From an optimization exercise on the open Yosys and OpenROAD flow, aimed at small area and a short achievable clock period; shortcuts taken in it are not production practice.
Only simulation tests tie the RTL to the original design; equivalence was not proved.
Power and IR drop assume default switching activity.

== the previous run ==
==> flow/design.v <==
package caster_pkg;
    localparam int MEM_WORD_BYTES = 8;
    localparam int MEM_BL_W       = 6;
    typedef enum logic [1:0] {
        IDLE = 2'd0,
        DATA = 2'd1,
        CMD  = 2'd2
    } wb_state_t;
endpackage
module wb_fifo #(
    parameter int STAGES = 16,
    parameter int WIDTH  = 64
) (
    input  logic             clk,
    input  logic             rst_n,
    input  logic             i_push,
    input  logic [WIDTH-1:0] i_wdata,
    input  logic             i_pop,
    output logic [WIDTH-1:0] o_head
);
    logic [STAGES-1:0] r_vld;
    logic [WIDTH-1:0]  r_dat [STAGES];
    logic [STAGES:0]   w_hole;       
    assign w_hole[STAGES] = 1'b0;
    for (genvar i = 0; i < STAGES; i++) begin : g_hole
        assign w_hole[i] = ~r_vld[i] | w_hole[i+1];
    end
    for (genvar i = 0; i < STAGES; i++) begin : g_stage
        always_ff @(posedge clk) begin
            if (w_hole[i]) begin
                if (i == 0) r_dat[i] <= i_wdata;
                else        r_dat[i] <= r_dat[(i == 0) ? 0 : i-1];
            end
        end
        always_ff @(posedge clk or negedge rst_n) begin
            if (!rst_n) begin
                r_vld[i] <= 1'b0;
            end else if (i == 0) begin
                r_vld[i] <= i_push | (r_vld[i] & ~w_hole[i+1]);
            end else if (i == STAGES-1) begin
                r_vld[i] <= (r_vld[(i == 0) ? 0 : i-1] & w_hole[i]) | (r_vld[i] & ~i_pop);
            end else begin
                r_vld[i] <= (r_vld[(i == 0) ? 0 : i-1] & w_hole[i]) | (r_vld[i] & ~w_hole[i+1]);
            end
        end
    end
    assign o_head = r_dat[STAGES-1];
endmodule
module vram_writeback #(
    parameter int                ADDR_W     = 30,
    parameter logic [ADDR_W-1:0] BASE_ADDR  = '0,
    parameter int                FIFO_DEPTH = 64,
    parameter int                BURST_LEN  = 16,
    parameter int                FLUSH_IDLE = 16
) (
    input  logic                          clk,
    input  logic                          rst_n,
    input  logic                          b_trigger,
    input  logic [63:0]                   bo_pixel,
    input  logic                          bo_valid,
    output logic                          mem_wr_valid,
    input  logic                          mem_wr_ready,
    output logic [63:0]                   mem_wr_data,
    output logic                          mem_cmd_valid,
    input  logic                          mem_cmd_ready,
    output logic [ADDR_W-1:0]             mem_cmd_addr,
    output logic [5:0]                    mem_cmd_bl,
    output logic                          status_ovf,
    output logic [$clog2(FIFO_DEPTH):0]   status_level
);
    localparam int LVL_W  = $clog2(FIFO_DEPTH) + 1;
    localparam int LANES  = 4;
    localparam int IDLE_W = $clog2(FLUSH_IDLE + 1);
    if (FIFO_DEPTH != 64 || BURST_LEN != 16 || FLUSH_IDLE != 16) begin : g_bad_param
        $error("vram_writeback: lane FIFO is built for 64 words, 16-word bursts and a 16-cycle flush");
    end
    logic [1:0]          r_state;
    logic [LVL_W-1:0]    r_level;
    logic [1:0]          r_wr_lane;
    logic [LANES-1:0]    r_rd_oh;       
    logic [63:0]         r_wr_data;     
    logic [3:0]          r_rem;         
    logic [ADDR_W-1:0]   r_wr_addr;
    logic [5:0]          r_cmd_bl;
    logic                r_trig_d;
    logic                r_trig_pend;
    logic                r_ovf;
    logic [IDLE_W-1:0]   r_idle_cnt;
    logic                w_idle;
    logic                w_full;
    logic                w_nonempty;
    logic                w_push;
    logic                w_pop;
    logic                w_start16;
    logic                w_flush;
    logic                w_start;
    logic                w_trig_svc;
    logic                w_last;
    logic [1:0]          w_state_nx;
    logic [LANES-1:0]    w_sel;         
    logic [5:0]          w_start_bl;
    logic [63:0]         w_head [LANES];
    logic [63:0]         w_rdata;
    assign w_idle     = (r_state == 2'd0);
    assign w_full     = r_level[LVL_W-1];
    assign w_nonempty = |r_level;
    assign w_push     = bo_valid & ~w_full;
    assign w_pop      = r_state[0] & mem_wr_ready;
    assign w_start16  = |r_level[LVL_W-1:4];
    assign w_flush    = w_nonempty & (r_idle_cnt == IDLE_W'(FLUSH_IDLE));
    assign w_start    = w_idle & (w_start16 | w_flush);
    assign w_trig_svc = w_idle & r_trig_pend & ~w_nonempty;
    assign w_last     = w_pop & (r_rem == 4'd0);
    assign w_start_bl = w_start16 ? 6'd15 : 6'(r_level - LVL_W'(1));
    for (genvar l = 0; l < LANES; l++) begin : g_lane
        wb_fifo #(
            .STAGES (FIFO_DEPTH / LANES),
            .WIDTH  (64)
        ) u_lane (
            .clk     (clk),
            .rst_n   (rst_n),
            .i_push  (w_push && (r_wr_lane == 2'(l))),
            .i_wdata (bo_pixel),
            .i_pop   (w_pop & r_rd_oh[l]),
            .o_head  (w_head[l])
        );
    end
    always_comb begin
        for (int l = 0; l < LANES; l++) begin
            w_sel[l] = (w_state_nx == 2'd1) &&
                       (w_pop ? r_rd_oh[(l + LANES - 1) % LANES] : r_rd_oh[l]);
        end
        w_rdata = '0;
        for (int l = 0; l < LANES; l++) begin
            w_rdata = w_rdata | (w_head[l] & {64{w_sel[l]}});
        end
    end
    always_comb begin
        w_state_nx = r_state;
        if (w_start) w_state_nx = 2'd1;
        else if (r_state[0] && w_last) w_state_nx = 2'd2;
        else if (r_state[1] && mem_cmd_ready) w_state_nx = 2'd0;
    end
    always_ff @(posedge clk or negedge rst_n) begin
        if (!rst_n) begin
            r_idle_cnt <= '0;
        end else if (bo_valid) begin
            r_idle_cnt <= '0;
        end else if (r_idle_cnt != IDLE_W'(FLUSH_IDLE)) begin
            r_idle_cnt <= r_idle_cnt + IDLE_W'(1);
        end
    end
    always_ff @(posedge clk or negedge rst_n) begin
        if (!rst_n) begin
            r_state     <= 2'd0;
            r_level     <= '0;
            r_wr_lane   <= '0;
            r_rd_oh     <= LANES'(1);
            r_wr_data   <= '0;
            r_rem       <= '0;
            r_wr_addr   <= BASE_ADDR;
            r_cmd_bl    <= '0;
            r_trig_d    <= 1'b0;
            r_trig_pend <= 1'b0;
            r_ovf       <= 1'b0;
        end else begin
            r_state   <= w_state_nx;
            r_level   <= r_level + LVL_W'(w_push) - LVL_W'(w_pop);
            r_wr_lane <= r_wr_lane + 2'(w_push);
            if (w_pop) begin
                r_rd_oh <= {r_rd_oh[LANES-2:0], r_rd_oh[LANES-1]};
            end
            r_wr_data <= w_rdata;
            r_trig_d <= b_trigger;
            if (b_trigger && !r_trig_d) begin
                r_trig_pend <= 1'b1;
            end else if (w_trig_svc) begin
                r_trig_pend <= 1'b0;
            end
            if (bo_valid && w_full) begin
                r_ovf <= 1'b1;
            end
            if (w_trig_svc) begin
                r_wr_addr <= BASE_ADDR;
            end else if (r_state[1] && mem_cmd_ready) begin
                r_wr_addr <= r_wr_addr + (ADDR_W'(r_cmd_bl) + ADDR_W'(1)) * ADDR_W'(caster_pkg::MEM_WORD_BYTES);
            end
            if (w_start) begin
                r_cmd_bl <= w_start_bl;
                r_rem    <= w_start_bl[3:0];
            end else if (w_pop) begin
                r_rem    <= r_rem - 4'd1;
            end
        end
    end
    assign mem_wr_valid  = r_state[0];
    assign mem_wr_data   = r_wr_data;
    assign mem_cmd_valid = r_state[1];
    assign mem_cmd_addr  = r_wr_addr;
    assign mem_cmd_bl    = r_cmd_bl;
    assign status_ovf    = r_ovf;
    assign status_level  = r_level;
endmodule
clock: 6.0 ns
lec_check: 0
abc_clock_period_in_ps: 2500
cap_margin: 20
core_margin: 2
core_utilization: 70
cts_cluster_diameter: 80
cts_cluster_size: 30
setup_slack_margin: 3.5
slew_margin: 20
synth_memory_max_bits: 8192
tns_end_percent: 100
run.sh (not shown) runs the stock make flow with config.mk's settings and CLKGATE_MAP_FILE= SYNTH_SCRIPT=/design/flow/synth_recipe.tcl, a recipe that flattens the netlist after the stock synthesis.
> inputs changed (the previous run -> the current run)
--- a/flow/design.v
+++ b/flow/design.v
@@ -125,12 +125,13 @@
             .o_head  (w_head[l])
         );
     end
     always_comb begin
         for (int l = 0; l < LANES; l++) begin
-            w_sel[l] = (w_state_nx == 2'd1) &&
-                       (w_pop ? r_rd_oh[(l + LANES - 1) % LANES] : r_rd_oh[l]);
+            w_sel[l] = (w_start & r_rd_oh[l]) |
+                       (r_state[0] & ~mem_wr_ready & r_rd_oh[l]) |
+                       (r_state[0] & mem_wr_ready & (r_rem != 4'd0) & r_rd_oh[(l + LANES - 1) % LANES]);
         end
         w_rdata = '0;
         for (int l = 0; l < LANES; l++) begin
             w_rdata = w_rdata | (w_head[l] & {64{w_sel[l]}});
         end
@@ -163,11 +164,15 @@
             r_trig_d    <= 1'b0;
             r_trig_pend <= 1'b0;
             r_ovf       <= 1'b0;
         end else begin
             r_state   <= w_state_nx;
-            r_level   <= r_level + LVL_W'(w_push) - LVL_W'(w_pop);
+            if (w_push && !w_pop) begin
+                r_level <= r_level + LVL_W'(1);
+            end else if (!w_push && w_pop) begin
+                r_level <= r_level - LVL_W'(1);
+            end
             r_wr_lane <= r_wr_lane + 2'(w_push);
             if (w_pop) begin
                 r_rd_oh <= {r_rd_oh[LANES-2:0], r_rd_oh[LANES-1]};
             end
             r_wr_data <= w_rdata;
### Flow results
Compared with the previous run, in the current run routed wire length now larger; portion of the clock cycle consumed by the worst path in the final layout did not really move; number of nets in the finished design level; cell internal power dissipation shows an increase of 4.5%. Taking the previous run as the reference, in the current run worst ir drop on vdd now sits lower, utilization after layout rose 0.31 points, quantity of gates resized following cts rose by about 11%, clock share of power shrank by 2.5 points. In the current run, met3 wire length is higher than in the previous run.

port drivers added, routing unchanged:
How much do the figures lean on ideal ports? The routed layouts below were timed once more, with nothing changed but the port constraints. Step 1: set_driving_cell puts a clkbuf_16 on clk and a buf_2 on each other input, an assumption about the parent block. Step 2 also shifts input and output timing later by t, the mid clock arrival at the registers, as if the neighbouring blocks saw the same clock. Three values: no drivers, after step 1, after step 2; two values: the first two.
run | t, ns | setup slack, ns | worst setup path at the end | clock arrival spread, ns
the previous run | 0.938 | 3.350 / 3.259 / 2.592 | input to register | 0.040 / 0.039
the current run | 0.914 | 3.349 / 3.254 / 2.665 | input to register | 0.036 / 0.036
After both steps every run listed still meets setup and hold. For the previous run, which loses most, drivers alone change the setup slack by -0.091 ns; drivers and shift together by -0.758 ns.
